This is an optimization exercise on Yosys and OpenROAD, whose aim is small area, a short achievable clock period and few clock cycles per item, not a production implementation. In this exercise RTL edits were held to simulation tests only and were not proved equivalent to the original.

==> flow/design.v <==
module iter_multiplier #(
    parameter int unsigned XLEN           = 64,
    parameter int unsigned BITS_PER_CYCLE = 2
) (
    input  logic            clk,
    input  logic            rst_n,
    input  logic            mul_start,
    input  logic [XLEN-1:0] a,
    input  logic [XLEN-1:0] b,
    input  logic [1:0]      op,
    input  logic            word,
    input  logic            next,
    output logic [XLEN-1:0] mul_result,
    output logic            mul_ok,
    output logic            busy
);
    localparam int unsigned N_FULL = XLEN / BITS_PER_CYCLE;
    localparam int unsigned N_WORD = 32 / BITS_PER_CYCLE;
    localparam int unsigned CW     = $clog2(N_FULL + 1);
    localparam logic [1:0] OP_MUL   = 2'b00;
    localparam logic [1:0] OP_MULH  = 2'b01;
    localparam logic [1:0] OP_MULHU = 2'b11;
    typedef enum logic [1:0] {
        S_IDLE,
        S_CALC,
        S_FIX,
        S_DONE
    } state_t;
    state_t              state_q, state_d;
    logic [1:0]          op_q, op_d;
    logic                word_q, word_d;
    logic                neg_q, neg_d;
    logic [2*XLEN-1:0]   mcand_q, mcand_d;
    logic [XLEN-1:0]     mplier_q, mplier_d;
    logic [2*XLEN-1:0]   acc_q, acc_d;
    logic [CW-1:0]       cnt_q, cnt_d;
    logic [XLEN-1:0]     result_q, result_d;
    logic                ok_q, ok_d;
    logic [XLEN-1:0]     a_ext, b_ext, a_mag, b_mag;
    logic                a_neg, b_neg;
    logic [2*XLEN-1:0]   partial, prod_fix;
    logic [XLEN-1:0]     rest, sel;
    always_comb begin
        a_ext = word ? {{(XLEN-32){a[31]}}, a[31:0]} : a;
        b_ext = word ? {{(XLEN-32){b[31]}}, b[31:0]} : b;
        a_neg = (word || (op != OP_MULHU)) && a_ext[XLEN-1];
        b_neg = (word || (op == OP_MUL) || (op == OP_MULH)) && b_ext[XLEN-1];
        a_mag = a_neg ? ('0 - a_ext) : a_ext;
        b_mag = b_neg ? ('0 - b_ext) : b_ext;
    end
    always_comb begin
        partial = '0;
        for (int unsigned i = 0; i < BITS_PER_CYCLE; i++) begin
            if (mplier_q[i]) begin
                partial = partial + (mcand_q << i);
            end
        end
        rest     = mplier_q >> BITS_PER_CYCLE;
        prod_fix = neg_q ? ('0 - acc_q) : acc_q;
        if (word_q) begin
            sel = {{(XLEN-32){prod_fix[31]}}, prod_fix[31:0]};
        end else if (op_q == OP_MUL) begin
            sel = prod_fix[XLEN-1:0];
        end else begin
            sel = prod_fix[2*XLEN-1:XLEN];
        end
    end
    always_comb begin
        state_d  = state_q;
        op_d     = op_q;
        word_d   = word_q;
        neg_d    = neg_q;
        mcand_d  = mcand_q;
        mplier_d = mplier_q;
        acc_d    = acc_q;
        cnt_d    = cnt_q;
        result_d = result_q;
        ok_d     = ok_q;
        if (next) begin
            state_d = S_IDLE;
            ok_d    = 1'b0;
        end else begin
            unique case (state_q)
                S_IDLE: begin
                    if (mul_start) begin
                        op_d     = op;
                        word_d   = word;
                        neg_d    = a_neg ^ b_neg;
                        mcand_d  = {{XLEN{1'b0}}, a_mag};
                        mplier_d = b_mag;
                        acc_d    = '0;
                        cnt_d    = word ? CW'(N_WORD) : CW'(N_FULL);
                        state_d  = S_CALC;
                    end
                end
                S_CALC: begin
                    acc_d    = acc_q + partial;
                    mcand_d  = mcand_q << BITS_PER_CYCLE;
                    mplier_d = rest;
                    cnt_d    = cnt_q - CW'(1);
                    if (cnt_q == CW'(1)) begin
                        state_d = S_FIX;
                    end
                end
                S_FIX: begin
                    result_d = sel;
                    ok_d     = 1'b1;
                    state_d  = S_DONE;
                end
                S_DONE: begin
                end
                default: state_d = S_IDLE;
            endcase
        end
    end
    always_ff @(posedge clk or negedge rst_n) begin
        if (!rst_n) begin
            state_q  <= S_IDLE;
            op_q     <= '0;
            word_q   <= 1'b0;
            neg_q    <= 1'b0;
            mcand_q  <= '0;
            mplier_q <= '0;
            acc_q    <= '0;
            cnt_q    <= '0;
            result_q <= '0;
            ok_q     <= 1'b0;
        end else begin
            state_q  <= state_d;
            op_q     <= op_d;
            word_q   <= word_d;
            neg_q    <= neg_d;
            mcand_q  <= mcand_d;
            mplier_q <= mplier_d;
            acc_q    <= acc_d;
            cnt_q    <= cnt_d;
            result_q <= result_d;
            ok_q     <= ok_d;
        end
    end
    assign mul_result = result_q;
    assign mul_ok     = ok_q;
    assign busy       = (state_q == S_CALC) || (state_q == S_FIX);
endmodule
==> flow/run.sh <==
#!/bin/bash
# synth_recipe.tcl (not shown) runs the flow's synth.tcl, then flattens the netlist and writes it again
# the make line also repeats each setting of config.mk as NAME=value (left out here)
make -C /OpenROAD-flow-scripts/flow DESIGN_CONFIG=/design/flow/config.mk WORK_HOME=/design/flow/orfs CLKGATE_MAP_FILE= SYNTH_SCRIPT=/design/flow/synth_recipe.tcl finish
==> flow/config.mk <==
export PLATFORM = sky130hd
export DESIGN_NAME = iter_multiplier
export DESIGN_NICKNAME = iter_multiplier
export VERILOG_FILES = /design/flow/design.v
export SDC_FILE = /design/flow/constraint.sdc
export NUM_CORES = 4
export LEC_CHECK = 0
export CAP_MARGIN = 20
export CORE_MARGIN = 2
export CORE_UTILIZATION = 40
export SLEW_MARGIN = 20
==> flow/constraint.sdc <==
create_clock -name core_clock -period 7.5 [get_ports {clk}]
set_input_delay 1.5000 -clock core_clock [delete_from_list [all_inputs] [get_ports {clk}]]
set_output_delay 1.5000 -clock core_clock [all_outputs]
set_load 0.01 [all_outputs]
==> summary.txt, run 1 <==
- Crit path capture: acc_q[127]
- Via Count: 43038
- Post-Syn Area: 42000 sq um
- Num CTS Buffers: 51
- Num sequential: 397
- CTS tree: built
- Largest family of logic cells by synthesized area: compound AO/OA/AOI/OAI gates
- Async set-or-reset flop fraction in the synthesized netlist: 100%
- Leading cell type in the layout, fill and taps excluded: nand2_1
- Largest net degree at the start of global routing: 213
- Outcome: timing/DRC/antenna clean
- Most common cell in the netlist: nand2_1
- R2R setup slack: 0.34 ns
- Final Instance Area: 47600 sq um
- GPL Wtd Cong: 1.01
- Compound-Gate Fraction of Synth Area: 26.8%
- First DRT Iteration DRCs: 4105
- Number of diodes: 2
- Met1 Usage GRT: 41.6%
- Final antenna-violating net count: 0
- Reg2reg end: acc_q[127]
- Row count: 118
- Yosys warns: 1
- Slew Limit Headroom: 19.7%
Testbench counts, summed over its fixed seeds: cycles 72,536, items 2,400.
==> inputs of run 2 (changes only) <==
==> flow/design.v (replaced) <==
module iter_multiplier (
    input  logic        clk,
    input  logic        rst_n,
    input  logic        mul_start,
    input  logic [63:0] a,
    input  logic [63:0] b,
    input  logic [1:0]  op,
    input  logic        word,
    input  logic        next,
    output logic [63:0] mul_result,
    output logic        mul_ok,
    output logic        busy
);
    logic        busy_q, fix_q, ok_q;
    logic [63:0] a_q, b_q;
    logic        a64_q, b64_q;
    logic [66:0] s_q, c_q;
    logic        cy_q;
    logic [3:0]  one_q, two_q, neg_q;
    logic [2:0]  cnt_q;
    logic        word_q, fixop_q;
    wire idle = !busy_q && !ok_q;
    wire calc = busy_q && !fix_q;
    wire a_sgn_in = (op != 2'b11);
    wire b_sgn_in = !op[1];
    wire a64_in   = a_sgn_in & a[63];
    function automatic logic [2:0] benc(input logic x2, input logic x1, input logic x0);
        benc[0] = x1 ^ x0;                                   
        benc[1] = (x2 & ~x1 & ~x0) | (~x2 & x1 & x0);        
        benc[2] = x2;                                        
    endfunction
    logic [8:0] win;
    logic [3:0] one_d, two_d, neg_d;
    always_comb begin
        if (idle) win = b[8:0];
        else      win = {(cnt_q == 3'd6 && !word_q) ? b64_q : b_q[16], b_q[15:8]};
        for (int i = 0; i < 4; i++) begin
            logic [2:0] e;
            e = benc(win[2*i+2], win[2*i+1], win[2*i]);
            one_d[i] = e[0];
            two_d[i] = e[1];
            neg_d[i] = e[2];
        end
    end
    wire [66:0] ax = {a64_q, a64_q, a64_q, a_q};
    wire [66:0] ax2 = {ax[65:0], 1'b0};
    logic [66:0] e0, e1, e2, e3;
    always_comb begin
        logic [66:0] p0, p1, p2, p3;
        p0 = ({67{one_q[0]}} & ax | {67{two_q[0]}} & ax2) ^ {67{neg_q[0]}};
        p1 = ({67{one_q[1]}} & ax | {67{two_q[1]}} & ax2) ^ {67{neg_q[1]}};
        p2 = ({67{one_q[2]}} & ax | {67{two_q[2]}} & ax2) ^ {67{neg_q[2]}};
        p3 = ({67{one_q[3]}} & ax | {67{two_q[3]}} & ax2) ^ {67{neg_q[3]}};
        e0 = {~p0[66], p0[65:0]};
        e1 = {~p1[66], p1[65:0]};
        e2 = {~p2[66], p2[65:0]};
        e3 = {~p3[66], p3[65:0]};
    end
    wire [74:0] ts, tc;
    wire fs0 = s_q[7] ^ c_q[7];
    wire fc0 = s_q[7] & c_q[7];
    wire fs1 = s_q[8] ^ c_q[8];
    wire fc1 = s_q[8] & c_q[8];
    wire fs2 = s_q[9] ^ c_q[9];
    wire fc2 = s_q[9] & c_q[9];
    wire fs3 = s_q[10] ^ c_q[10];
    wire fc3 = s_q[10] & c_q[10];
    wire fs4 = s_q[11] ^ c_q[11];
    wire fc4 = s_q[11] & c_q[11];
    wire fs5 = s_q[12] ^ c_q[12];
    wire fc5 = s_q[12] & c_q[12];
    wire fs6 = s_q[13] ^ c_q[13];
    wire fc6 = s_q[13] & c_q[13];
    wire fs7 = s_q[14] ^ c_q[14];
    wire fc7 = s_q[14] & c_q[14];
    wire fs8 = s_q[15] ^ c_q[15];
    wire fc8 = s_q[15] & c_q[15];
    wire fs9 = s_q[16] ^ c_q[16];
    wire fc9 = s_q[16] & c_q[16];
    wire fs10 = s_q[17] ^ c_q[17];
    wire fc10 = s_q[17] & c_q[17];
    wire fs11 = s_q[18] ^ c_q[18];
    wire fc11 = s_q[18] & c_q[18];
    wire fs12 = s_q[19] ^ c_q[19];
    wire fc12 = s_q[19] & c_q[19];
    wire fs13 = s_q[20] ^ c_q[20];
    wire fc13 = s_q[20] & c_q[20];
    wire fs14 = s_q[21] ^ c_q[21];
    wire fc14 = s_q[21] & c_q[21];
    wire fs15 = s_q[22] ^ c_q[22];
    wire fc15 = s_q[22] & c_q[22];
    wire fs16 = s_q[23] ^ c_q[23];
    wire fc16 = s_q[23] & c_q[23];
    wire fs17 = s_q[24] ^ c_q[24];
    wire fc17 = s_q[24] & c_q[24];
    wire fs18 = s_q[25] ^ c_q[25];
    wire fc18 = s_q[25] & c_q[25];
    wire fs19 = s_q[26] ^ c_q[26];
    wire fc19 = s_q[26] & c_q[26];
    wire fs20 = s_q[27] ^ c_q[27];
    wire fc20 = s_q[27] & c_q[27];
    wire fs21 = s_q[28] ^ c_q[28];
    wire fc21 = s_q[28] & c_q[28];
    wire fs22 = s_q[29] ^ c_q[29];
    wire fc22 = s_q[29] & c_q[29];
    wire fs23 = s_q[30] ^ c_q[30];
    wire fc23 = s_q[30] & c_q[30];
    wire fs24 = s_q[31] ^ c_q[31];
    wire fc24 = s_q[31] & c_q[31];
    wire fs25 = s_q[32] ^ c_q[32];
    wire fc25 = s_q[32] & c_q[32];
    wire fs26 = s_q[33] ^ c_q[33];
    wire fc26 = s_q[33] & c_q[33];
    wire fs27 = s_q[34] ^ c_q[34];
    wire fc27 = s_q[34] & c_q[34];
    wire fs28 = s_q[35] ^ c_q[35];
    wire fc28 = s_q[35] & c_q[35];
    wire fs29 = s_q[36] ^ c_q[36];
    wire fc29 = s_q[36] & c_q[36];
    wire fs30 = s_q[37] ^ c_q[37];
    wire fc30 = s_q[37] & c_q[37];
    wire fs31 = s_q[38] ^ c_q[38];
    wire fc31 = s_q[38] & c_q[38];
    wire fs32 = s_q[39] ^ c_q[39];
    wire fc32 = s_q[39] & c_q[39];
    wire fs33 = s_q[40] ^ c_q[40];
    wire fc33 = s_q[40] & c_q[40];
    wire fs34 = s_q[41] ^ c_q[41];
    wire fc34 = s_q[41] & c_q[41];
    wire fs35 = s_q[42] ^ c_q[42];
    wire fc35 = s_q[42] & c_q[42];
    wire fs36 = s_q[43] ^ c_q[43];
    wire fc36 = s_q[43] & c_q[43];
    wire fs37 = s_q[44] ^ c_q[44];
    wire fc37 = s_q[44] & c_q[44];
    wire fs38 = s_q[45] ^ c_q[45];
    wire fc38 = s_q[45] & c_q[45];
    wire fs39 = s_q[46] ^ c_q[46];
    wire fc39 = s_q[46] & c_q[46];
    wire fs40 = s_q[47] ^ c_q[47];
    wire fc40 = s_q[47] & c_q[47];
    wire fs41 = s_q[48] ^ c_q[48];
    wire fc41 = s_q[48] & c_q[48];
    wire fs42 = s_q[49] ^ c_q[49];
    wire fc42 = s_q[49] & c_q[49];
    wire fs43 = s_q[50] ^ c_q[50];
    wire fc43 = s_q[50] & c_q[50];
    wire fs44 = s_q[51] ^ c_q[51];
    wire fc44 = s_q[51] & c_q[51];
    wire fs45 = s_q[52] ^ c_q[52];
    wire fc45 = s_q[52] & c_q[52];
    wire fs46 = s_q[53] ^ c_q[53];
    wire fc46 = s_q[53] & c_q[53];
    wire fs47 = s_q[54] ^ c_q[54];
    wire fc47 = s_q[54] & c_q[54];
    wire fs48 = s_q[55] ^ c_q[55];
    wire fc48 = s_q[55] & c_q[55];
    wire fs49 = s_q[56] ^ c_q[56];
    wire fc49 = s_q[56] & c_q[56];
    wire fs50 = s_q[57] ^ c_q[57];
    wire fc50 = s_q[57] & c_q[57];
    wire fs51 = s_q[58] ^ c_q[58];
    wire fc51 = s_q[58] & c_q[58];
    wire fs52 = s_q[59] ^ c_q[59];
    wire fc52 = s_q[59] & c_q[59];
    wire fs53 = s_q[60] ^ c_q[60];
    wire fc53 = s_q[60] & c_q[60];
    wire fs54 = s_q[61] ^ c_q[61];
    wire fc54 = s_q[61] & c_q[61];
    wire fs55 = s_q[62] ^ c_q[62];
    wire fc55 = s_q[62] & c_q[62];
    wire fs56 = s_q[63] ^ c_q[63];
    wire fc56 = s_q[63] & c_q[63];
    wire fs57 = s_q[64] ^ c_q[64];
    wire fc57 = s_q[64] & c_q[64];
    wire fs58 = s_q[65] ^ c_q[65];
    wire fc58 = s_q[65] & c_q[65];
    wire fs59 = 1'b1 ^ s_q[66] ^ c_q[66];
    wire fc59 = (1'b1 & s_q[66]) | (1'b1 & c_q[66]) | (s_q[66] & c_q[66]);
    wire fs60 = s_q[3] ^ c_q[3];
    wire fc60 = s_q[3] & c_q[3];
    wire fs61 = s_q[4] ^ c_q[4];
    wire fc61 = s_q[4] & c_q[4];
    wire fs62 = s_q[5] ^ c_q[5] ^ neg_q[2];
    wire fc62 = (s_q[5] & c_q[5]) | (s_q[5] & neg_q[2]) | (c_q[5] & neg_q[2]);
    wire fs63 = e0[4] ^ e1[2];
    wire fc63 = e0[4] & e1[2];
    wire fs64 = s_q[6] ^ c_q[6] ^ e0[5];
    wire fc64 = (s_q[6] & c_q[6]) | (s_q[6] & e0[5]) | (c_q[6] & e0[5]);
    wire fs65 = e1[3] ^ e2[1];
    wire fc65 = e1[3] & e2[1];
    wire fs66 = neg_q[3] ^ fs0 ^ e0[6];
    wire fc66 = (neg_q[3] & fs0) | (neg_q[3] & e0[6]) | (fs0 & e0[6]);
    wire fs67 = e1[4] ^ e2[2] ^ e3[0];
    wire fc67 = (e1[4] & e2[2]) | (e1[4] & e3[0]) | (e2[2] & e3[0]);
    wire fs68 = fc0 ^ fs1 ^ e0[7];
    wire fc68 = (fc0 & fs1) | (fc0 & e0[7]) | (fs1 & e0[7]);
    wire fs69 = e1[5] ^ e2[3] ^ e3[1];
    wire fc69 = (e1[5] & e2[3]) | (e1[5] & e3[1]) | (e2[3] & e3[1]);
    wire fs70 = fc1 ^ fs2 ^ e0[8];
    wire fc70 = (fc1 & fs2) | (fc1 & e0[8]) | (fs2 & e0[8]);
    wire fs71 = e1[6] ^ e2[4] ^ e3[2];
    wire fc71 = (e1[6] & e2[4]) | (e1[6] & e3[2]) | (e2[4] & e3[2]);
    wire fs72 = fc2 ^ fs3 ^ e0[9];
    wire fc72 = (fc2 & fs3) | (fc2 & e0[9]) | (fs3 & e0[9]);
    wire fs73 = e1[7] ^ e2[5] ^ e3[3];
    wire fc73 = (e1[7] & e2[5]) | (e1[7] & e3[3]) | (e2[5] & e3[3]);
    wire fs74 = fc3 ^ fs4 ^ e0[10];
    wire fc74 = (fc3 & fs4) | (fc3 & e0[10]) | (fs4 & e0[10]);
    wire fs75 = e1[8] ^ e2[6] ^ e3[4];
    wire fc75 = (e1[8] & e2[6]) | (e1[8] & e3[4]) | (e2[6] & e3[4]);
    wire fs76 = fc4 ^ fs5 ^ e0[11];
    wire fc76 = (fc4 & fs5) | (fc4 & e0[11]) | (fs5 & e0[11]);
    wire fs77 = e1[9] ^ e2[7] ^ e3[5];
    wire fc77 = (e1[9] & e2[7]) | (e1[9] & e3[5]) | (e2[7] & e3[5]);
    wire fs78 = fc5 ^ fs6 ^ e0[12];
    wire fc78 = (fc5 & fs6) | (fc5 & e0[12]) | (fs6 & e0[12]);
    wire fs79 = e1[10] ^ e2[8] ^ e3[6];
    wire fc79 = (e1[10] & e2[8]) | (e1[10] & e3[6]) | (e2[8] & e3[6]);
    wire fs80 = fc6 ^ fs7 ^ e0[13];
    wire fc80 = (fc6 & fs7) | (fc6 & e0[13]) | (fs7 & e0[13]);
    wire fs81 = e1[11] ^ e2[9] ^ e3[7];
    wire fc81 = (e1[11] & e2[9]) | (e1[11] & e3[7]) | (e2[9] & e3[7]);
    wire fs82 = fc7 ^ fs8 ^ e0[14];
    wire fc82 = (fc7 & fs8) | (fc7 & e0[14]) | (fs8 & e0[14]);
    wire fs83 = e1[12] ^ e2[10] ^ e3[8];
    wire fc83 = (e1[12] & e2[10]) | (e1[12] & e3[8]) | (e2[10] & e3[8]);
    wire fs84 = fc8 ^ fs9 ^ e0[15];
    wire fc84 = (fc8 & fs9) | (fc8 & e0[15]) | (fs9 & e0[15]);
    wire fs85 = e1[13] ^ e2[11] ^ e3[9];
    wire fc85 = (e1[13] & e2[11]) | (e1[13] & e3[9]) | (e2[11] & e3[9]);
    wire fs86 = fc9 ^ fs10 ^ e0[16];
    wire fc86 = (fc9 & fs10) | (fc9 & e0[16]) | (fs10 & e0[16]);
    wire fs87 = e1[14] ^ e2[12] ^ e3[10];
    wire fc87 = (e1[14] & e2[12]) | (e1[14] & e3[10]) | (e2[12] & e3[10]);
    wire fs88 = fc10 ^ fs11 ^ e0[17];
    wire fc88 = (fc10 & fs11) | (fc10 & e0[17]) | (fs11 & e0[17]);
    wire fs89 = e1[15] ^ e2[13] ^ e3[11];
    wire fc89 = (e1[15] & e2[13]) | (e1[15] & e3[11]) | (e2[13] & e3[11]);
    wire fs90 = fc11 ^ fs12 ^ e0[18];
    wire fc90 = (fc11 & fs12) | (fc11 & e0[18]) | (fs12 & e0[18]);
    wire fs91 = e1[16] ^ e2[14] ^ e3[12];
    wire fc91 = (e1[16] & e2[14]) | (e1[16] & e3[12]) | (e2[14] & e3[12]);
    wire fs92 = fc12 ^ fs13 ^ e0[19];
    wire fc92 = (fc12 & fs13) | (fc12 & e0[19]) | (fs13 & e0[19]);
    wire fs93 = e1[17] ^ e2[15] ^ e3[13];
    wire fc93 = (e1[17] & e2[15]) | (e1[17] & e3[13]) | (e2[15] & e3[13]);
    wire fs94 = fc13 ^ fs14 ^ e0[20];
    wire fc94 = (fc13 & fs14) | (fc13 & e0[20]) | (fs14 & e0[20]);
    wire fs95 = e1[18] ^ e2[16] ^ e3[14];
    wire fc95 = (e1[18] & e2[16]) | (e1[18] & e3[14]) | (e2[16] & e3[14]);
    wire fs96 = fc14 ^ fs15 ^ e0[21];
    wire fc96 = (fc14 & fs15) | (fc14 & e0[21]) | (fs15 & e0[21]);
    wire fs97 = e1[19] ^ e2[17] ^ e3[15];
    wire fc97 = (e1[19] & e2[17]) | (e1[19] & e3[15]) | (e2[17] & e3[15]);
    wire fs98 = fc15 ^ fs16 ^ e0[22];
    wire fc98 = (fc15 & fs16) | (fc15 & e0[22]) | (fs16 & e0[22]);
    wire fs99 = e1[20] ^ e2[18] ^ e3[16];
    wire fc99 = (e1[20] & e2[18]) | (e1[20] & e3[16]) | (e2[18] & e3[16]);
    wire fs100 = fc16 ^ fs17 ^ e0[23];
    wire fc100 = (fc16 & fs17) | (fc16 & e0[23]) | (fs17 & e0[23]);
    wire fs101 = e1[21] ^ e2[19] ^ e3[17];
    wire fc101 = (e1[21] & e2[19]) | (e1[21] & e3[17]) | (e2[19] & e3[17]);
    wire fs102 = fc17 ^ fs18 ^ e0[24];
    wire fc102 = (fc17 & fs18) | (fc17 & e0[24]) | (fs18 & e0[24]);
    wire fs103 = e1[22] ^ e2[20] ^ e3[18];
    wire fc103 = (e1[22] & e2[20]) | (e1[22] & e3[18]) | (e2[20] & e3[18]);
    wire fs104 = fc18 ^ fs19 ^ e0[25];
    wire fc104 = (fc18 & fs19) | (fc18 & e0[25]) | (fs19 & e0[25]);
    wire fs105 = e1[23] ^ e2[21] ^ e3[19];
    wire fc105 = (e1[23] & e2[21]) | (e1[23] & e3[19]) | (e2[21] & e3[19]);
    wire fs106 = fc19 ^ fs20 ^ e0[26];
    wire fc106 = (fc19 & fs20) | (fc19 & e0[26]) | (fs20 & e0[26]);
    wire fs107 = e1[24] ^ e2[22] ^ e3[20];
    wire fc107 = (e1[24] & e2[22]) | (e1[24] & e3[20]) | (e2[22] & e3[20]);
    wire fs108 = fc20 ^ fs21 ^ e0[27];
    wire fc108 = (fc20 & fs21) | (fc20 & e0[27]) | (fs21 & e0[27]);
    wire fs109 = e1[25] ^ e2[23] ^ e3[21];
    wire fc109 = (e1[25] & e2[23]) | (e1[25] & e3[21]) | (e2[23] & e3[21]);
    wire fs110 = fc21 ^ fs22 ^ e0[28];
    wire fc110 = (fc21 & fs22) | (fc21 & e0[28]) | (fs22 & e0[28]);
    wire fs111 = e1[26] ^ e2[24] ^ e3[22];
    wire fc111 = (e1[26] & e2[24]) | (e1[26] & e3[22]) | (e2[24] & e3[22]);
    wire fs112 = fc22 ^ fs23 ^ e0[29];
    wire fc112 = (fc22 & fs23) | (fc22 & e0[29]) | (fs23 & e0[29]);
    wire fs113 = e1[27] ^ e2[25] ^ e3[23];
    wire fc113 = (e1[27] & e2[25]) | (e1[27] & e3[23]) | (e2[25] & e3[23]);
    wire fs114 = fc23 ^ fs24 ^ e0[30];
    wire fc114 = (fc23 & fs24) | (fc23 & e0[30]) | (fs24 & e0[30]);
    wire fs115 = e1[28] ^ e2[26] ^ e3[24];
    wire fc115 = (e1[28] & e2[26]) | (e1[28] & e3[24]) | (e2[26] & e3[24]);
    wire fs116 = fc24 ^ fs25 ^ e0[31];
    wire fc116 = (fc24 & fs25) | (fc24 & e0[31]) | (fs25 & e0[31]);
    wire fs117 = e1[29] ^ e2[27] ^ e3[25];
    wire fc117 = (e1[29] & e2[27]) | (e1[29] & e3[25]) | (e2[27] & e3[25]);
    wire fs118 = fc25 ^ fs26 ^ e0[32];
    wire fc118 = (fc25 & fs26) | (fc25 & e0[32]) | (fs26 & e0[32]);
    wire fs119 = e1[30] ^ e2[28] ^ e3[26];
    wire fc119 = (e1[30] & e2[28]) | (e1[30] & e3[26]) | (e2[28] & e3[26]);
    wire fs120 = fc26 ^ fs27 ^ e0[33];
    wire fc120 = (fc26 & fs27) | (fc26 & e0[33]) | (fs27 & e0[33]);
    wire fs121 = e1[31] ^ e2[29] ^ e3[27];
    wire fc121 = (e1[31] & e2[29]) | (e1[31] & e3[27]) | (e2[29] & e3[27]);
    wire fs122 = fc27 ^ fs28 ^ e0[34];
    wire fc122 = (fc27 & fs28) | (fc27 & e0[34]) | (fs28 & e0[34]);
    wire fs123 = e1[32] ^ e2[30] ^ e3[28];
    wire fc123 = (e1[32] & e2[30]) | (e1[32] & e3[28]) | (e2[30] & e3[28]);
    wire fs124 = fc28 ^ fs29 ^ e0[35];
    wire fc124 = (fc28 & fs29) | (fc28 & e0[35]) | (fs29 & e0[35]);
    wire fs125 = e1[33] ^ e2[31] ^ e3[29];
    wire fc125 = (e1[33] & e2[31]) | (e1[33] & e3[29]) | (e2[31] & e3[29]);
    wire fs126 = fc29 ^ fs30 ^ e0[36];
    wire fc126 = (fc29 & fs30) | (fc29 & e0[36]) | (fs30 & e0[36]);
    wire fs127 = e1[34] ^ e2[32] ^ e3[30];
    wire fc127 = (e1[34] & e2[32]) | (e1[34] & e3[30]) | (e2[32] & e3[30]);
    wire fs128 = fc30 ^ fs31 ^ e0[37];
    wire fc128 = (fc30 & fs31) | (fc30 & e0[37]) | (fs31 & e0[37]);
    wire fs129 = e1[35] ^ e2[33] ^ e3[31];
    wire fc129 = (e1[35] & e2[33]) | (e1[35] & e3[31]) | (e2[33] & e3[31]);
    wire fs130 = fc31 ^ fs32 ^ e0[38];
    wire fc130 = (fc31 & fs32) | (fc31 & e0[38]) | (fs32 & e0[38]);
    wire fs131 = e1[36] ^ e2[34] ^ e3[32];
    wire fc131 = (e1[36] & e2[34]) | (e1[36] & e3[32]) | (e2[34] & e3[32]);
    wire fs132 = fc32 ^ fs33 ^ e0[39];
    wire fc132 = (fc32 & fs33) | (fc32 & e0[39]) | (fs33 & e0[39]);
    wire fs133 = e1[37] ^ e2[35] ^ e3[33];
    wire fc133 = (e1[37] & e2[35]) | (e1[37] & e3[33]) | (e2[35] & e3[33]);
    wire fs134 = fc33 ^ fs34 ^ e0[40];
    wire fc134 = (fc33 & fs34) | (fc33 & e0[40]) | (fs34 & e0[40]);
    wire fs135 = e1[38] ^ e2[36] ^ e3[34];
    wire fc135 = (e1[38] & e2[36]) | (e1[38] & e3[34]) | (e2[36] & e3[34]);
    wire fs136 = fc34 ^ fs35 ^ e0[41];
    wire fc136 = (fc34 & fs35) | (fc34 & e0[41]) | (fs35 & e0[41]);
    wire fs137 = e1[39] ^ e2[37] ^ e3[35];
    wire fc137 = (e1[39] & e2[37]) | (e1[39] & e3[35]) | (e2[37] & e3[35]);
    wire fs138 = fc35 ^ fs36 ^ e0[42];
    wire fc138 = (fc35 & fs36) | (fc35 & e0[42]) | (fs36 & e0[42]);
    wire fs139 = e1[40] ^ e2[38] ^ e3[36];
    wire fc139 = (e1[40] & e2[38]) | (e1[40] & e3[36]) | (e2[38] & e3[36]);
    wire fs140 = fc36 ^ fs37 ^ e0[43];
    wire fc140 = (fc36 & fs37) | (fc36 & e0[43]) | (fs37 & e0[43]);
    wire fs141 = e1[41] ^ e2[39] ^ e3[37];
    wire fc141 = (e1[41] & e2[39]) | (e1[41] & e3[37]) | (e2[39] & e3[37]);
    wire fs142 = fc37 ^ fs38 ^ e0[44];
    wire fc142 = (fc37 & fs38) | (fc37 & e0[44]) | (fs38 & e0[44]);
    wire fs143 = e1[42] ^ e2[40] ^ e3[38];
    wire fc143 = (e1[42] & e2[40]) | (e1[42] & e3[38]) | (e2[40] & e3[38]);
    wire fs144 = fc38 ^ fs39 ^ e0[45];
    wire fc144 = (fc38 & fs39) | (fc38 & e0[45]) | (fs39 & e0[45]);
    wire fs145 = e1[43] ^ e2[41] ^ e3[39];
    wire fc145 = (e1[43] & e2[41]) | (e1[43] & e3[39]) | (e2[41] & e3[39]);
    wire fs146 = fc39 ^ fs40 ^ e0[46];
    wire fc146 = (fc39 & fs40) | (fc39 & e0[46]) | (fs40 & e0[46]);
    wire fs147 = e1[44] ^ e2[42] ^ e3[40];
    wire fc147 = (e1[44] & e2[42]) | (e1[44] & e3[40]) | (e2[42] & e3[40]);
    wire fs148 = fc40 ^ fs41 ^ e0[47];
    wire fc148 = (fc40 & fs41) | (fc40 & e0[47]) | (fs41 & e0[47]);
    wire fs149 = e1[45] ^ e2[43] ^ e3[41];
    wire fc149 = (e1[45] & e2[43]) | (e1[45] & e3[41]) | (e2[43] & e3[41]);
    wire fs150 = fc41 ^ fs42 ^ e0[48];
    wire fc150 = (fc41 & fs42) | (fc41 & e0[48]) | (fs42 & e0[48]);
    wire fs151 = e1[46] ^ e2[44] ^ e3[42];
    wire fc151 = (e1[46] & e2[44]) | (e1[46] & e3[42]) | (e2[44] & e3[42]);
    wire fs152 = fc42 ^ fs43 ^ e0[49];
    wire fc152 = (fc42 & fs43) | (fc42 & e0[49]) | (fs43 & e0[49]);
    wire fs153 = e1[47] ^ e2[45] ^ e3[43];
    wire fc153 = (e1[47] & e2[45]) | (e1[47] & e3[43]) | (e2[45] & e3[43]);
    wire fs154 = fc43 ^ fs44 ^ e0[50];
    wire fc154 = (fc43 & fs44) | (fc43 & e0[50]) | (fs44 & e0[50]);
    wire fs155 = e1[48] ^ e2[46] ^ e3[44];
    wire fc155 = (e1[48] & e2[46]) | (e1[48] & e3[44]) | (e2[46] & e3[44]);
    wire fs156 = fc44 ^ fs45 ^ e0[51];
    wire fc156 = (fc44 & fs45) | (fc44 & e0[51]) | (fs45 & e0[51]);
    wire fs157 = e1[49] ^ e2[47] ^ e3[45];
    wire fc157 = (e1[49] & e2[47]) | (e1[49] & e3[45]) | (e2[47] & e3[45]);
    wire fs158 = fc45 ^ fs46 ^ e0[52];
    wire fc158 = (fc45 & fs46) | (fc45 & e0[52]) | (fs46 & e0[52]);
    wire fs159 = e1[50] ^ e2[48] ^ e3[46];
    wire fc159 = (e1[50] & e2[48]) | (e1[50] & e3[46]) | (e2[48] & e3[46]);
    wire fs160 = fc46 ^ fs47 ^ e0[53];
    wire fc160 = (fc46 & fs47) | (fc46 & e0[53]) | (fs47 & e0[53]);
    wire fs161 = e1[51] ^ e2[49] ^ e3[47];
    wire fc161 = (e1[51] & e2[49]) | (e1[51] & e3[47]) | (e2[49] & e3[47]);
    wire fs162 = fc47 ^ fs48 ^ e0[54];
    wire fc162 = (fc47 & fs48) | (fc47 & e0[54]) | (fs48 & e0[54]);
    wire fs163 = e1[52] ^ e2[50] ^ e3[48];
    wire fc163 = (e1[52] & e2[50]) | (e1[52] & e3[48]) | (e2[50] & e3[48]);
    wire fs164 = fc48 ^ fs49 ^ e0[55];
    wire fc164 = (fc48 & fs49) | (fc48 & e0[55]) | (fs49 & e0[55]);
    wire fs165 = e1[53] ^ e2[51] ^ e3[49];
    wire fc165 = (e1[53] & e2[51]) | (e1[53] & e3[49]) | (e2[51] & e3[49]);
    wire fs166 = fc49 ^ fs50 ^ e0[56];
    wire fc166 = (fc49 & fs50) | (fc49 & e0[56]) | (fs50 & e0[56]);
    wire fs167 = e1[54] ^ e2[52] ^ e3[50];
    wire fc167 = (e1[54] & e2[52]) | (e1[54] & e3[50]) | (e2[52] & e3[50]);
    wire fs168 = fc50 ^ fs51 ^ e0[57];
    wire fc168 = (fc50 & fs51) | (fc50 & e0[57]) | (fs51 & e0[57]);
    wire fs169 = e1[55] ^ e2[53] ^ e3[51];
    wire fc169 = (e1[55] & e2[53]) | (e1[55] & e3[51]) | (e2[53] & e3[51]);
    wire fs170 = fc51 ^ fs52 ^ e0[58];
    wire fc170 = (fc51 & fs52) | (fc51 & e0[58]) | (fs52 & e0[58]);
    wire fs171 = e1[56] ^ e2[54] ^ e3[52];
    wire fc171 = (e1[56] & e2[54]) | (e1[56] & e3[52]) | (e2[54] & e3[52]);
    wire fs172 = fc52 ^ fs53 ^ e0[59];
    wire fc172 = (fc52 & fs53) | (fc52 & e0[59]) | (fs53 & e0[59]);
    wire fs173 = e1[57] ^ e2[55] ^ e3[53];
    wire fc173 = (e1[57] & e2[55]) | (e1[57] & e3[53]) | (e2[55] & e3[53]);
    wire fs174 = fc53 ^ fs54 ^ e0[60];
    wire fc174 = (fc53 & fs54) | (fc53 & e0[60]) | (fs54 & e0[60]);
    wire fs175 = e1[58] ^ e2[56] ^ e3[54];
    wire fc175 = (e1[58] & e2[56]) | (e1[58] & e3[54]) | (e2[56] & e3[54]);
    wire fs176 = fc54 ^ fs55 ^ e0[61];
    wire fc176 = (fc54 & fs55) | (fc54 & e0[61]) | (fs55 & e0[61]);
    wire fs177 = e1[59] ^ e2[57] ^ e3[55];
    wire fc177 = (e1[59] & e2[57]) | (e1[59] & e3[55]) | (e2[57] & e3[55]);
    wire fs178 = fc55 ^ fs56 ^ e0[62];
    wire fc178 = (fc55 & fs56) | (fc55 & e0[62]) | (fs56 & e0[62]);
    wire fs179 = e1[60] ^ e2[58] ^ e3[56];
    wire fc179 = (e1[60] & e2[58]) | (e1[60] & e3[56]) | (e2[58] & e3[56]);
    wire fs180 = fc56 ^ fs57 ^ e0[63];
    wire fc180 = (fc56 & fs57) | (fc56 & e0[63]) | (fs57 & e0[63]);
    wire fs181 = e1[61] ^ e2[59] ^ e3[57];
    wire fc181 = (e1[61] & e2[59]) | (e1[61] & e3[57]) | (e2[59] & e3[57]);
    wire fs182 = fc57 ^ fs58 ^ e0[64];
    wire fc182 = (fc57 & fs58) | (fc57 & e0[64]) | (fs58 & e0[64]);
    wire fs183 = e1[62] ^ e2[60] ^ e3[58];
    wire fc183 = (e1[62] & e2[60]) | (e1[62] & e3[58]) | (e2[60] & e3[58]);
    wire fs184 = fc58 ^ fs59 ^ e0[65];
    wire fc184 = (fc58 & fs59) | (fc58 & e0[65]) | (fs59 & e0[65]);
    wire fs185 = e1[63] ^ e2[61] ^ e3[59];
    wire fc185 = (e1[63] & e2[61]) | (e1[63] & e3[59]) | (e2[61] & e3[59]);
    wire fs186 = fc59 ^ e0[66] ^ e1[64];
    wire fc186 = (fc59 & e0[66]) | (fc59 & e1[64]) | (e0[66] & e1[64]);
    wire fs187 = e2[62] ^ e3[60];
    wire fc187 = e2[62] & e3[60];
    wire fs188 = 1'b1 ^ e1[65] ^ e2[63];
    wire fc188 = (1'b1 & e1[65]) | (1'b1 & e2[63]) | (e1[65] & e2[63]);
    wire fs189 = s_q[1] ^ c_q[1];
    wire fc189 = s_q[1] & c_q[1];
    wire fs190 = s_q[2] ^ c_q[2];
    wire fc190 = s_q[2] & c_q[2];
    wire fs191 = neg_q[1] ^ fs60 ^ e0[2];
    wire fc191 = (neg_q[1] & fs60) | (neg_q[1] & e0[2]) | (fs60 & e0[2]);
    wire fs192 = fc60 ^ fs61 ^ e0[3];
    wire fc192 = (fc60 & fs61) | (fc60 & e0[3]) | (fs61 & e0[3]);
    wire fs193 = fc61 ^ fs62 ^ e2[0];
    wire fc193 = (fc61 & fs62) | (fc61 & e2[0]) | (fs62 & e2[0]);
    wire fs194 = fc62 ^ fc63 ^ fs65;
    wire fc194 = (fc62 & fc63) | (fc62 & fs65) | (fc63 & fs65);
    wire fs195 = fc65 ^ fc64 ^ fs66;
    wire fc195 = (fc65 & fc64) | (fc65 & fs66) | (fc64 & fs66);
    wire fs196 = fc66 ^ fc67 ^ fs68;
    wire fc196 = (fc66 & fc67) | (fc66 & fs68) | (fc67 & fs68);
    wire fs197 = fc68 ^ fc69 ^ fs70;
    wire fc197 = (fc68 & fc69) | (fc68 & fs70) | (fc69 & fs70);
    wire fs198 = fc70 ^ fc71 ^ fs72;
    wire fc198 = (fc70 & fc71) | (fc70 & fs72) | (fc71 & fs72);
    wire fs199 = fc72 ^ fc73 ^ fs74;
    wire fc199 = (fc72 & fc73) | (fc72 & fs74) | (fc73 & fs74);
    wire fs200 = fc74 ^ fc75 ^ fs76;
    wire fc200 = (fc74 & fc75) | (fc74 & fs76) | (fc75 & fs76);
    wire fs201 = fc76 ^ fc77 ^ fs78;
    wire fc201 = (fc76 & fc77) | (fc76 & fs78) | (fc77 & fs78);
    wire fs202 = fc78 ^ fc79 ^ fs80;
    wire fc202 = (fc78 & fc79) | (fc78 & fs80) | (fc79 & fs80);
    wire fs203 = fc80 ^ fc81 ^ fs82;
    wire fc203 = (fc80 & fc81) | (fc80 & fs82) | (fc81 & fs82);
    wire fs204 = fc82 ^ fc83 ^ fs84;
    wire fc204 = (fc82 & fc83) | (fc82 & fs84) | (fc83 & fs84);
    wire fs205 = fc84 ^ fc85 ^ fs86;
    wire fc205 = (fc84 & fc85) | (fc84 & fs86) | (fc85 & fs86);
    wire fs206 = fc86 ^ fc87 ^ fs88;
    wire fc206 = (fc86 & fc87) | (fc86 & fs88) | (fc87 & fs88);
    wire fs207 = fc88 ^ fc89 ^ fs90;
    wire fc207 = (fc88 & fc89) | (fc88 & fs90) | (fc89 & fs90);
    wire fs208 = fc90 ^ fc91 ^ fs92;
    wire fc208 = (fc90 & fc91) | (fc90 & fs92) | (fc91 & fs92);
    wire fs209 = fc92 ^ fc93 ^ fs94;
    wire fc209 = (fc92 & fc93) | (fc92 & fs94) | (fc93 & fs94);
    wire fs210 = fc94 ^ fc95 ^ fs96;
    wire fc210 = (fc94 & fc95) | (fc94 & fs96) | (fc95 & fs96);
    wire fs211 = fc96 ^ fc97 ^ fs98;
    wire fc211 = (fc96 & fc97) | (fc96 & fs98) | (fc97 & fs98);
    wire fs212 = fc98 ^ fc99 ^ fs100;
    wire fc212 = (fc98 & fc99) | (fc98 & fs100) | (fc99 & fs100);
    wire fs213 = fc100 ^ fc101 ^ fs102;
    wire fc213 = (fc100 & fc101) | (fc100 & fs102) | (fc101 & fs102);
    wire fs214 = fc102 ^ fc103 ^ fs104;
    wire fc214 = (fc102 & fc103) | (fc102 & fs104) | (fc103 & fs104);
    wire fs215 = fc104 ^ fc105 ^ fs106;
    wire fc215 = (fc104 & fc105) | (fc104 & fs106) | (fc105 & fs106);
    wire fs216 = fc106 ^ fc107 ^ fs108;
    wire fc216 = (fc106 & fc107) | (fc106 & fs108) | (fc107 & fs108);
    wire fs217 = fc108 ^ fc109 ^ fs110;
    wire fc217 = (fc108 & fc109) | (fc108 & fs110) | (fc109 & fs110);
    wire fs218 = fc110 ^ fc111 ^ fs112;
    wire fc218 = (fc110 & fc111) | (fc110 & fs112) | (fc111 & fs112);
    wire fs219 = fc112 ^ fc113 ^ fs114;
    wire fc219 = (fc112 & fc113) | (fc112 & fs114) | (fc113 & fs114);
    wire fs220 = fc114 ^ fc115 ^ fs116;
    wire fc220 = (fc114 & fc115) | (fc114 & fs116) | (fc115 & fs116);
    wire fs221 = fc116 ^ fc117 ^ fs118;
    wire fc221 = (fc116 & fc117) | (fc116 & fs118) | (fc117 & fs118);
    wire fs222 = fc118 ^ fc119 ^ fs120;
    wire fc222 = (fc118 & fc119) | (fc118 & fs120) | (fc119 & fs120);
    wire fs223 = fc120 ^ fc121 ^ fs122;
    wire fc223 = (fc120 & fc121) | (fc120 & fs122) | (fc121 & fs122);
    wire fs224 = fc122 ^ fc123 ^ fs124;
    wire fc224 = (fc122 & fc123) | (fc122 & fs124) | (fc123 & fs124);
    wire fs225 = fc124 ^ fc125 ^ fs126;
    wire fc225 = (fc124 & fc125) | (fc124 & fs126) | (fc125 & fs126);
    wire fs226 = fc126 ^ fc127 ^ fs128;
    wire fc226 = (fc126 & fc127) | (fc126 & fs128) | (fc127 & fs128);
    wire fs227 = fc128 ^ fc129 ^ fs130;
    wire fc227 = (fc128 & fc129) | (fc128 & fs130) | (fc129 & fs130);
    wire fs228 = fc130 ^ fc131 ^ fs132;
    wire fc228 = (fc130 & fc131) | (fc130 & fs132) | (fc131 & fs132);
    wire fs229 = fc132 ^ fc133 ^ fs134;
    wire fc229 = (fc132 & fc133) | (fc132 & fs134) | (fc133 & fs134);
    wire fs230 = fc134 ^ fc135 ^ fs136;
    wire fc230 = (fc134 & fc135) | (fc134 & fs136) | (fc135 & fs136);
    wire fs231 = fc136 ^ fc137 ^ fs138;
    wire fc231 = (fc136 & fc137) | (fc136 & fs138) | (fc137 & fs138);
    wire fs232 = fc138 ^ fc139 ^ fs140;
    wire fc232 = (fc138 & fc139) | (fc138 & fs140) | (fc139 & fs140);
    wire fs233 = fc140 ^ fc141 ^ fs142;
    wire fc233 = (fc140 & fc141) | (fc140 & fs142) | (fc141 & fs142);
    wire fs234 = fc142 ^ fc143 ^ fs144;
    wire fc234 = (fc142 & fc143) | (fc142 & fs144) | (fc143 & fs144);
    wire fs235 = fc144 ^ fc145 ^ fs146;
    wire fc235 = (fc144 & fc145) | (fc144 & fs146) | (fc145 & fs146);
    wire fs236 = fc146 ^ fc147 ^ fs148;
    wire fc236 = (fc146 & fc147) | (fc146 & fs148) | (fc147 & fs148);
    wire fs237 = fc148 ^ fc149 ^ fs150;
    wire fc237 = (fc148 & fc149) | (fc148 & fs150) | (fc149 & fs150);
    wire fs238 = fc150 ^ fc151 ^ fs152;
    wire fc238 = (fc150 & fc151) | (fc150 & fs152) | (fc151 & fs152);
    wire fs239 = fc152 ^ fc153 ^ fs154;
    wire fc239 = (fc152 & fc153) | (fc152 & fs154) | (fc153 & fs154);
    wire fs240 = fc154 ^ fc155 ^ fs156;
    wire fc240 = (fc154 & fc155) | (fc154 & fs156) | (fc155 & fs156);
    wire fs241 = fc156 ^ fc157 ^ fs158;
    wire fc241 = (fc156 & fc157) | (fc156 & fs158) | (fc157 & fs158);
    wire fs242 = fc158 ^ fc159 ^ fs160;
    wire fc242 = (fc158 & fc159) | (fc158 & fs160) | (fc159 & fs160);
    wire fs243 = fc160 ^ fc161 ^ fs162;
    wire fc243 = (fc160 & fc161) | (fc160 & fs162) | (fc161 & fs162);
    wire fs244 = fc162 ^ fc163 ^ fs164;
    wire fc244 = (fc162 & fc163) | (fc162 & fs164) | (fc163 & fs164);
    wire fs245 = fc164 ^ fc165 ^ fs166;
    wire fc245 = (fc164 & fc165) | (fc164 & fs166) | (fc165 & fs166);
    wire fs246 = fc166 ^ fc167 ^ fs168;
    wire fc246 = (fc166 & fc167) | (fc166 & fs168) | (fc167 & fs168);
    wire fs247 = fc168 ^ fc169 ^ fs170;
    wire fc247 = (fc168 & fc169) | (fc168 & fs170) | (fc169 & fs170);
    wire fs248 = fc170 ^ fc171 ^ fs172;
    wire fc248 = (fc170 & fc171) | (fc170 & fs172) | (fc171 & fs172);
    wire fs249 = fc172 ^ fc173 ^ fs174;
    wire fc249 = (fc172 & fc173) | (fc172 & fs174) | (fc173 & fs174);
    wire fs250 = fc174 ^ fc175 ^ fs176;
    wire fc250 = (fc174 & fc175) | (fc174 & fs176) | (fc175 & fs176);
    wire fs251 = fc176 ^ fc177 ^ fs178;
    wire fc251 = (fc176 & fc177) | (fc176 & fs178) | (fc177 & fs178);
    wire fs252 = fc178 ^ fc179 ^ fs180;
    wire fc252 = (fc178 & fc179) | (fc178 & fs180) | (fc179 & fs180);
    wire fs253 = fc180 ^ fc181 ^ fs182;
    wire fc253 = (fc180 & fc181) | (fc180 & fs182) | (fc181 & fs182);
    wire fs254 = fc182 ^ fc183 ^ fs184;
    wire fc254 = (fc182 & fc183) | (fc182 & fs184) | (fc183 & fs184);
    wire fs255 = fs187 ^ fc184 ^ fc185;
    wire fc255 = (fs187 & fc184) | (fs187 & fc185) | (fc184 & fc185);
    wire fs256 = e3[61] ^ fc187 ^ fc186;
    wire fc256 = (e3[61] & fc187) | (e3[61] & fc186) | (fc187 & fc186);
    wire fs257 = e1[66] ^ e2[64] ^ e3[62];
    wire fc257 = (e1[66] & e2[64]) | (e1[66] & e3[62]) | (e2[64] & e3[62]);
    wire fs258 = 1'b1 ^ e2[65];
    wire fc258 = 1'b1 & e2[65];
    wire fs259 = s_q[0] ^ c_q[0];
    wire fc259 = s_q[0] & c_q[0];
    wire fs260 = neg_q[0] ^ fs189 ^ e0[0];
    wire fc260 = (neg_q[0] & fs189) | (neg_q[0] & e0[0]) | (fs189 & e0[0]);
    wire fs261 = fc189 ^ fs190 ^ e0[1];
    wire fc261 = (fc189 & fs190) | (fc189 & e0[1]) | (fs190 & e0[1]);
    wire fs262 = fc190 ^ e1[0] ^ fs191;
    wire fc262 = (fc190 & e1[0]) | (fc190 & fs191) | (e1[0] & fs191);
    wire fs263 = e1[1] ^ fc191 ^ fs192;
    wire fc263 = (e1[1] & fc191) | (e1[1] & fs192) | (fc191 & fs192);
    wire fs264 = fs63 ^ fc192 ^ fs193;
    wire fc264 = (fs63 & fc192) | (fs63 & fs193) | (fc192 & fs193);
    wire fs265 = fc193 ^ fs64 ^ fs194;
    wire fc265 = (fc193 & fs64) | (fc193 & fs194) | (fs64 & fs194);
    wire fs266 = fs67 ^ fc194 ^ fs195;
    wire fc266 = (fs67 & fc194) | (fs67 & fs195) | (fc194 & fs195);
    wire fs267 = fs69 ^ fc195 ^ fs196;
    wire fc267 = (fs69 & fc195) | (fs69 & fs196) | (fc195 & fs196);
    wire fs268 = fs71 ^ fc196 ^ fs197;
    wire fc268 = (fs71 & fc196) | (fs71 & fs197) | (fc196 & fs197);
    wire fs269 = fs73 ^ fc197 ^ fs198;
    wire fc269 = (fs73 & fc197) | (fs73 & fs198) | (fc197 & fs198);
    wire fs270 = fs75 ^ fc198 ^ fs199;
    wire fc270 = (fs75 & fc198) | (fs75 & fs199) | (fc198 & fs199);
    wire fs271 = fs77 ^ fc199 ^ fs200;
    wire fc271 = (fs77 & fc199) | (fs77 & fs200) | (fc199 & fs200);
    wire fs272 = fs79 ^ fc200 ^ fs201;
    wire fc272 = (fs79 & fc200) | (fs79 & fs201) | (fc200 & fs201);
    wire fs273 = fs81 ^ fc201 ^ fs202;
    wire fc273 = (fs81 & fc201) | (fs81 & fs202) | (fc201 & fs202);
    wire fs274 = fs83 ^ fc202 ^ fs203;
    wire fc274 = (fs83 & fc202) | (fs83 & fs203) | (fc202 & fs203);
    wire fs275 = fs85 ^ fc203 ^ fs204;
    wire fc275 = (fs85 & fc203) | (fs85 & fs204) | (fc203 & fs204);
    wire fs276 = fs87 ^ fc204 ^ fs205;
    wire fc276 = (fs87 & fc204) | (fs87 & fs205) | (fc204 & fs205);
    wire fs277 = fs89 ^ fc205 ^ fs206;
    wire fc277 = (fs89 & fc205) | (fs89 & fs206) | (fc205 & fs206);
    wire fs278 = fs91 ^ fc206 ^ fs207;
    wire fc278 = (fs91 & fc206) | (fs91 & fs207) | (fc206 & fs207);
    wire fs279 = fs93 ^ fc207 ^ fs208;
    wire fc279 = (fs93 & fc207) | (fs93 & fs208) | (fc207 & fs208);
    wire fs280 = fs95 ^ fc208 ^ fs209;
    wire fc280 = (fs95 & fc208) | (fs95 & fs209) | (fc208 & fs209);
    wire fs281 = fs97 ^ fc209 ^ fs210;
    wire fc281 = (fs97 & fc209) | (fs97 & fs210) | (fc209 & fs210);
    wire fs282 = fs99 ^ fc210 ^ fs211;
    wire fc282 = (fs99 & fc210) | (fs99 & fs211) | (fc210 & fs211);
    wire fs283 = fs101 ^ fc211 ^ fs212;
    wire fc283 = (fs101 & fc211) | (fs101 & fs212) | (fc211 & fs212);
    wire fs284 = fs103 ^ fc212 ^ fs213;
    wire fc284 = (fs103 & fc212) | (fs103 & fs213) | (fc212 & fs213);
    wire fs285 = fs105 ^ fc213 ^ fs214;
    wire fc285 = (fs105 & fc213) | (fs105 & fs214) | (fc213 & fs214);
    wire fs286 = fs107 ^ fc214 ^ fs215;
    wire fc286 = (fs107 & fc214) | (fs107 & fs215) | (fc214 & fs215);
    wire fs287 = fs109 ^ fc215 ^ fs216;
    wire fc287 = (fs109 & fc215) | (fs109 & fs216) | (fc215 & fs216);
    wire fs288 = fs111 ^ fc216 ^ fs217;
    wire fc288 = (fs111 & fc216) | (fs111 & fs217) | (fc216 & fs217);
    wire fs289 = fs113 ^ fc217 ^ fs218;
    wire fc289 = (fs113 & fc217) | (fs113 & fs218) | (fc217 & fs218);
    wire fs290 = fs115 ^ fc218 ^ fs219;
    wire fc290 = (fs115 & fc218) | (fs115 & fs219) | (fc218 & fs219);
    wire fs291 = fs117 ^ fc219 ^ fs220;
    wire fc291 = (fs117 & fc219) | (fs117 & fs220) | (fc219 & fs220);
    wire fs292 = fs119 ^ fc220 ^ fs221;
    wire fc292 = (fs119 & fc220) | (fs119 & fs221) | (fc220 & fs221);
    wire fs293 = fs121 ^ fc221 ^ fs222;
    wire fc293 = (fs121 & fc221) | (fs121 & fs222) | (fc221 & fs222);
    wire fs294 = fs123 ^ fc222 ^ fs223;
    wire fc294 = (fs123 & fc222) | (fs123 & fs223) | (fc222 & fs223);
    wire fs295 = fs125 ^ fc223 ^ fs224;
    wire fc295 = (fs125 & fc223) | (fs125 & fs224) | (fc223 & fs224);
    wire fs296 = fs127 ^ fc224 ^ fs225;
    wire fc296 = (fs127 & fc224) | (fs127 & fs225) | (fc224 & fs225);
    wire fs297 = fs129 ^ fc225 ^ fs226;
    wire fc297 = (fs129 & fc225) | (fs129 & fs226) | (fc225 & fs226);
    wire fs298 = fs131 ^ fc226 ^ fs227;
    wire fc298 = (fs131 & fc226) | (fs131 & fs227) | (fc226 & fs227);
    wire fs299 = fs133 ^ fc227 ^ fs228;
    wire fc299 = (fs133 & fc227) | (fs133 & fs228) | (fc227 & fs228);
    wire fs300 = fs135 ^ fc228 ^ fs229;
    wire fc300 = (fs135 & fc228) | (fs135 & fs229) | (fc228 & fs229);
    wire fs301 = fs137 ^ fc229 ^ fs230;
    wire fc301 = (fs137 & fc229) | (fs137 & fs230) | (fc229 & fs230);
    wire fs302 = fs139 ^ fc230 ^ fs231;
    wire fc302 = (fs139 & fc230) | (fs139 & fs231) | (fc230 & fs231);
    wire fs303 = fs141 ^ fc231 ^ fs232;
    wire fc303 = (fs141 & fc231) | (fs141 & fs232) | (fc231 & fs232);
    wire fs304 = fs143 ^ fc232 ^ fs233;
    wire fc304 = (fs143 & fc232) | (fs143 & fs233) | (fc232 & fs233);
    wire fs305 = fs145 ^ fc233 ^ fs234;
    wire fc305 = (fs145 & fc233) | (fs145 & fs234) | (fc233 & fs234);
    wire fs306 = fs147 ^ fc234 ^ fs235;
    wire fc306 = (fs147 & fc234) | (fs147 & fs235) | (fc234 & fs235);
    wire fs307 = fs149 ^ fc235 ^ fs236;
    wire fc307 = (fs149 & fc235) | (fs149 & fs236) | (fc235 & fs236);
    wire fs308 = fs151 ^ fc236 ^ fs237;
    wire fc308 = (fs151 & fc236) | (fs151 & fs237) | (fc236 & fs237);
    wire fs309 = fs153 ^ fc237 ^ fs238;
    wire fc309 = (fs153 & fc237) | (fs153 & fs238) | (fc237 & fs238);
    wire fs310 = fs155 ^ fc238 ^ fs239;
    wire fc310 = (fs155 & fc238) | (fs155 & fs239) | (fc238 & fs239);
    wire fs311 = fs157 ^ fc239 ^ fs240;
    wire fc311 = (fs157 & fc239) | (fs157 & fs240) | (fc239 & fs240);
    wire fs312 = fs159 ^ fc240 ^ fs241;
    wire fc312 = (fs159 & fc240) | (fs159 & fs241) | (fc240 & fs241);
    wire fs313 = fs161 ^ fc241 ^ fs242;
    wire fc313 = (fs161 & fc241) | (fs161 & fs242) | (fc241 & fs242);
    wire fs314 = fs163 ^ fc242 ^ fs243;
    wire fc314 = (fs163 & fc242) | (fs163 & fs243) | (fc242 & fs243);
    wire fs315 = fs165 ^ fc243 ^ fs244;
    wire fc315 = (fs165 & fc243) | (fs165 & fs244) | (fc243 & fs244);
    wire fs316 = fs167 ^ fc244 ^ fs245;
    wire fc316 = (fs167 & fc244) | (fs167 & fs245) | (fc244 & fs245);
    wire fs317 = fs169 ^ fc245 ^ fs246;
    wire fc317 = (fs169 & fc245) | (fs169 & fs246) | (fc245 & fs246);
    wire fs318 = fs171 ^ fc246 ^ fs247;
    wire fc318 = (fs171 & fc246) | (fs171 & fs247) | (fc246 & fs247);
    wire fs319 = fs173 ^ fc247 ^ fs248;
    wire fc319 = (fs173 & fc247) | (fs173 & fs248) | (fc247 & fs248);
    wire fs320 = fs175 ^ fc248 ^ fs249;
    wire fc320 = (fs175 & fc248) | (fs175 & fs249) | (fc248 & fs249);
    wire fs321 = fs177 ^ fc249 ^ fs250;
    wire fc321 = (fs177 & fc249) | (fs177 & fs250) | (fc249 & fs250);
    wire fs322 = fs179 ^ fc250 ^ fs251;
    wire fc322 = (fs179 & fc250) | (fs179 & fs251) | (fc250 & fs251);
    wire fs323 = fs181 ^ fc251 ^ fs252;
    wire fc323 = (fs181 & fc251) | (fs181 & fs252) | (fc251 & fs252);
    wire fs324 = fs183 ^ fc252 ^ fs253;
    wire fc324 = (fs183 & fc252) | (fs183 & fs253) | (fc252 & fs253);
    wire fs325 = fs185 ^ fc253 ^ fs254;
    wire fc325 = (fs185 & fc253) | (fs185 & fs254) | (fc253 & fs254);
    wire fs326 = fs186 ^ fc254 ^ fs255;
    wire fc326 = (fs186 & fc254) | (fs186 & fs255) | (fc254 & fs255);
    wire fs327 = fs188 ^ fc255 ^ fs256;
    wire fc327 = (fs188 & fc255) | (fs188 & fs256) | (fc255 & fs256);
    wire fs328 = fc188 ^ fs257 ^ fc256;
    wire fc328 = (fc188 & fs257) | (fc188 & fc256) | (fs257 & fc256);
    wire fs329 = e3[63] ^ fs258 ^ fc257;
    wire fc329 = (e3[63] & fs258) | (e3[63] & fc257) | (fs258 & fc257);
    wire fs330 = e2[66] ^ e3[64] ^ fc258;
    wire fc330 = (e2[66] & e3[64]) | (e2[66] & fc258) | (e3[64] & fc258);
    wire fs331 = 1'b1 ^ e3[65];
    wire fc331 = 1'b1 & e3[65];
    assign ts = {1'b0, e3[66], fs331, fs330, fs329, fc327, fc326, fc325, fc324, fc323, fc322, fc321, fc320, fc319, fc318, fc317, fc316, fc315, fc314, fc313, fc312, fc311, fc310, fc309, fc308, fc307, fc306, fc305, fc304, fc303, fc302, fc301, fc300, fc299, fc298, fc297, fc296, fc295, fc294, fc293, fc292, fc291, fc290, fc289, fc288, fc287, fc286, fc285, fc284, fc283, fc282, fc281, fc280, fc279, fc278, fc277, fc276, fc275, fc274, fc273, fc272, fc271, fc270, fc269, fc268, fc267, fc266, fc265, fc264, fc263, fc262, fc261, fc260, fc259, cy_q};
    assign tc = {1'b0, fc331, fc330, fc329, fc328, fs328, fs327, fs326, fs325, fs324, fs323, fs322, fs321, fs320, fs319, fs318, fs317, fs316, fs315, fs314, fs313, fs312, fs311, fs310, fs309, fs308, fs307, fs306, fs305, fs304, fs303, fs302, fs301, fs300, fs299, fs298, fs297, fs296, fs295, fs294, fs293, fs292, fs291, fs290, fs289, fs288, fs287, fs286, fs285, fs284, fs283, fs282, fs281, fs280, fs279, fs278, fs277, fs276, fs275, fs274, fs273, fs272, fs271, fs270, fs269, fs268, fs267, fs266, fs265, fs264, fs263, fs262, fs261, fs260, fs259};
    wire [8:0] low9 = {1'b0, ts[7:0]} + {1'b0, tc[7:0]};
    wire [63:0] hi = s_q[63:0] + c_q[63:0] + {63'b0, cy_q};
    logic [63:0] b_d;
    always_comb begin
        b_d = b_q;
        if (idle) begin
            b_d = b;
        end else if (calc) begin
            b_d = {low9[7:0], b_q[63:8]};
            if (word_q) b_d[31:24] = low9[7:0];
        end else if (fix_q) begin
            b_d = hi;
        end
    end
    wire last = word_q ? (cnt_q == 3'd3) : (cnt_q == 3'd7);
    always_ff @(posedge clk) begin
        b_q <= b_d;
        if (idle) begin
            a_q     <= a;
            a64_q   <= a64_in;
            b64_q   <= b_sgn_in & b[63];
            s_q     <= {3'b000, b[0] ? ~a : 64'b0};
            c_q     <= {(b[0] & !a64_in) ? 3'b011 : 3'b100, 64'b0};
            cy_q    <= b[0];
            cnt_q   <= 3'd0;
            word_q  <= word;
            fixop_q <= !word && (op != 2'b00);
        end else begin
            s_q   <= ts[74:8];
            c_q   <= tc[74:8];
            cy_q  <= low9[8];
            cnt_q <= cnt_q + 3'd1;
        end
        one_q <= one_d;
        two_q <= two_d;
        neg_q <= neg_d;
    end
    always_ff @(posedge clk or negedge rst_n) begin
        if (!rst_n) begin
            busy_q <= 1'b0;
            fix_q  <= 1'b0;
            ok_q   <= 1'b0;
        end else if (next) begin
            busy_q <= 1'b0;
            fix_q  <= 1'b0;
            ok_q   <= 1'b0;
        end else if (idle) begin
            busy_q <= mul_start;
        end else if (calc) begin
            if (last) begin
                if (fixop_q) begin
                    fix_q <= 1'b1;
                end else begin
                    busy_q <= 1'b0;
                    ok_q   <= 1'b1;
                end
            end
        end else if (fix_q) begin
            fix_q  <= 1'b0;
            busy_q <= 1'b0;
            ok_q   <= 1'b1;
        end
    end
    assign mul_result = {word_q ? {32{b_q[31]}} : b_q[63:32], b_q[31:0]};
    assign mul_ok     = ok_q;
    assign busy       = busy_q;
endmodule
--- a/flow/config.mk
+++ b/flow/config.mk
@@ -8,4 +8,5 @@
 export CAP_MARGIN = 20
 export CORE_MARGIN = 2
 export CORE_UTILIZATION = 40
+export SETUP_SLACK_MARGIN = 5
 export SLEW_MARGIN = 20
==> summary.txt, run 2 <==
- Outcome: timing/DRC/antenna clean (unchanged)
- Most common cell in the netlist: inv_1 (was nand2_1)
- DP Cell Count: 3561 (was 7119)
- Vias/cell: 5.67 (was 5.96)
- Slew Limit Headroom: 24.4% (was 19.7%)
- IO Count: 201 (unchanged)
- Worst-path clk slew: 0.06 ns (about the same)
- Top-area cell type share of the netlist area: 24.3% (was 23.7%)
- Cts hold-fix bufs: 0 (unchanged)
- Crit path cell chain: buf_4 > buf_6 > a22oi_2 > xnor2_1 > ha_1 > inv_2 > fa_1 > fa_1 > inv_1 > ha_4 > a21oi_4 > xnor2_2 > nand3_1 > o31a_1 > a21oi_1
- Critical path buffer and inverter count: 4 (was 5)
- Delay-heaviest family, CP: adder cells (was compound AO/OA/AOI/OAI gates)
- Largest stage delay, worst path: 0.54 ns (was 0.52 ns)
- Avg Cell Area, Syn: 9.62 sq um (was 7.25 sq um)
- Final hold violations: 0 (unchanged)
- CTS tree: built (unchanged)
- Largest net degree at the start of global routing: 101 (was 213)
- Startpoint Class: flop (unchanged)
- Core box area: 65400 sq um (was 104000 sq um)
- Max frequency: 0.281 GHz (was 0.140 GHz)
- Number of synthesized flops with an enable pin: 132 (was 0)
- Setup crit end kind: flop (unchanged)
- Area of the multi-input gates: 19800 sq um (was 30200 sq um)
- Clk buf depth: 3 (unchanged)
- Worst-Skew Late Latency: 0.57 ns (was 0.67 ns)
- Worst path most repeated cell: fa_1
- GPL Wtd Cong: 0.921 (was 1.01)
- Initial DRT Pass Iterations: 8 (unchanged)
- Layout cells sized above 1: 30.5% (was 7.45%)
- Top cells by area, synth: fa_1 24%, edfxtp_1 15%, dfxtp_1 11% (was dfrtp_1 24%, nand2_1 7.6%, o21ai_0 7.5%)
- Distinct cells, synth: 66 (was 88)
- Least-Margin Pin Slew: 1.12 ns (was 1.19 ns)
- WL final: 95800 um (was 157000 um)
- Initial core utilization: 40.2% (was 40.5%)
- Final non-filler cell total: 3835 (was 7223)
- Vias in the first global route: 22438 (was 39946)
- Commonest non-fill, non-tap cells in the layout: 290 x inv_1, 221 x xnor2_1, 214 x nand2_1 (was 854 x nand2_1, 617 x o21ai_0, 483 x a21oi_1)
- Setup ws final: 3.94 ns (was 0.340 ns)
- H-tree depth: 2 (unchanged)
- Clock Root Buffer: clkbuf_16 (unchanged)
- Num CTS Buffers: 37 (was 51)
- Final antenna-violating net count: 0 (unchanged)
- Worst-path fanout max: 5 (was 65)
- NumNets Final: 3477 (was 6152)
- Yosys reg bits: 283 (was 397)
- Initial antenna violation count: 1 (was 7)
- Setup Total Neg Slack: 0 ns (unchanged)
- Post-Syn Area: 26300 sq um (was 42000 sq um)
- Row count: 94 (was 118)
- Max-Cap Viols: 0 (unchanged)
- Yosys warns: 1 (unchanged)
- First DRT Iteration DRCs: 2046 (was 4105)
- Top flop regs: c_q (67), s_q (65) (was acc_q (128), mcand_q (128))
- Sequential share of the synthesized area: 26.6% (was 23.7%)
- Remaining Overflow, GRT: 0 (unchanged)
- Crit Path Category: reg2reg (unchanged)
- Leading cell type in the layout, fill and taps excluded: inv_1 (was nand2_1)
- Core Util, Final: 53.7% (was 45.9%)
- Via Count: 21750 (was 43038)
- Die Wd: 260 um (was 328 um)
- Routed len/inst: 25.0 um (was 21.8 um)
- First-pass GRT wire length: 140000 um (was 242000 um)
- Clock sinks: 283 (was 397)
- Async set-or-reset flop fraction in the synthesized netlist: 1.06% (was 100%)
- Most frequent cells after synthesis: 322 x inv_1, 319 x fa_1, 278 x xnor2_1 (was 855 x nand2_1, 631 x o21ai_0, 487 x a21oi_1)
- Reg area: 7050 sq um (was 9950 sq um)
- Area Overhead vs Synth: 33.6% (was 13.4%)
- I/O Buffers: 200 (unchanged)
- Worst clock skew: 0.0142 ns (was 0.0315 ns)
- Fillcell total: 5668 (was 10624)
## run 2: logic make-up after synthesis
logic type	synth area share [%]
buffers and inverters	8.96
AO/OA/AOI/OAI	14.6
AND/OR/NAND/NOR	10.1
adder cells (fa/ha/maj)	28.2
XOR/XNOR	11.2
flip-flops	26.6
multiplexers	0.347
## run 2: metal layers
| metal | share of wire, % | wire [um] | track usage (%) | vias to the layer above |
|---|---|---|---|---|
| met3 | 9.0 | 8580 | 5.21 | 228 |
| met4 | 3.6 | 3480 | 9.30 | 0 |
| met5 | 0 | 0 | 0 | - |
| met1 | 41 | 39300 | 37.1 | 10957 |
| met2 | 46 | 44500 | 44.1 | 1178 |
| li1 | - | - | - | 9387 |
## run 2: through the flow
step           hold slack, ns  cell area [sq um]
3_3_place_gp            0.427              29200
2_1_floorplan           0.417              27600
5_1_grt                 0.489              35100
4_1_cts                 0.458              33600
6_report                0.454              35100
3_5_place_dp            0.448              29200
## run 2: worst reg2reg max path: stages, from the launching register on
cell	delay, ns
edfxtp_1	0.51
buf_4	0.19
buf_6	0.12
a22oi_2	0.13
xnor2_1	0.09
ha_1	0.31
inv_2	0.06
fa_1	0.50
fa_1	0.54
inv_1	0.06
ha_4	0.24
a21oi_4	0.16
xnor2_2	0.13
nand3_1	0.10
o31a_1	0.13
a21oi_1	0.14
## run 2: path summary, 6_finish.rpt
kind	start	to	slack [ns]	cells past startpoint
min in group asynchronous	rst_n	fix_q	1.12	1
min	cnt_q[0]	cnt_q[0]	0.45	1
max reg2reg	a_q[2]	b_q[31]	3.94	15
max in group asynchronous	rst_n	busy_q	6.21	1
max	a_q[2]	b_q[31]	3.94	15
min reg2reg	cnt_q[0]	cnt_q[0]	0.45	1
## run 2: final cells by class
class,count,area share (%)
Antenna cell,1,0.00712
Tap cell,864,3.08
Timing Repair Buffer,420,13.5
Clock inverter,16,0.278
Multi-Input combinational cell,1876,56.3
Clock buffer,52,3.18
Sequential cell,283,20.1
Inverter,323,3.54
## run 2: what timing repair did
item	CTS	global route
endpoints found under the setup margin	293	255
cloned	26	5
endpoints found under the hold margin	0	0
resized for setup	692	227
pin swaps	277	172
buffers inserted	121	53
Testbench counts of run 2, summed over its fixed seeds: cycles 21,979, items 2,400.

-- port drivers added, routing unchanged --
The flow's constraints put no driver on any port. The routed layouts listed below were extracted and timed again, unchanged, in two steps.
Step 1 (the two cells are an assumption about what drives the block):
set clk [get_ports {clk}]
set_driving_cell -lib_cell sky130_fd_sc_hd__clkbuf_16 $clk
set_driving_cell -lib_cell sky130_fd_sc_hd__buf_2 [delete_from_list [all_inputs] $clk]
Step 2 adds t to the input delays and takes it off the output delays; t is the mean of the earliest and latest rising clock arrival at the registers after step 1. Input paths then give back, and output paths get back, about the clock's delay inside the block.
Slacks: ideal ports / drivers / drivers and shift; pairs: ideal ports / drivers.
run | t (ns) | slack for setup (ns) | worst slew at a driven data input, ns
run 1 | 0.720 | 0.340 / 0.340 / 0.340 | 0.09
run 2 | 0.622 | 3.937 / 3.937 / 3.937 | 0.07
After both steps setup and hold are still met in every run listed.
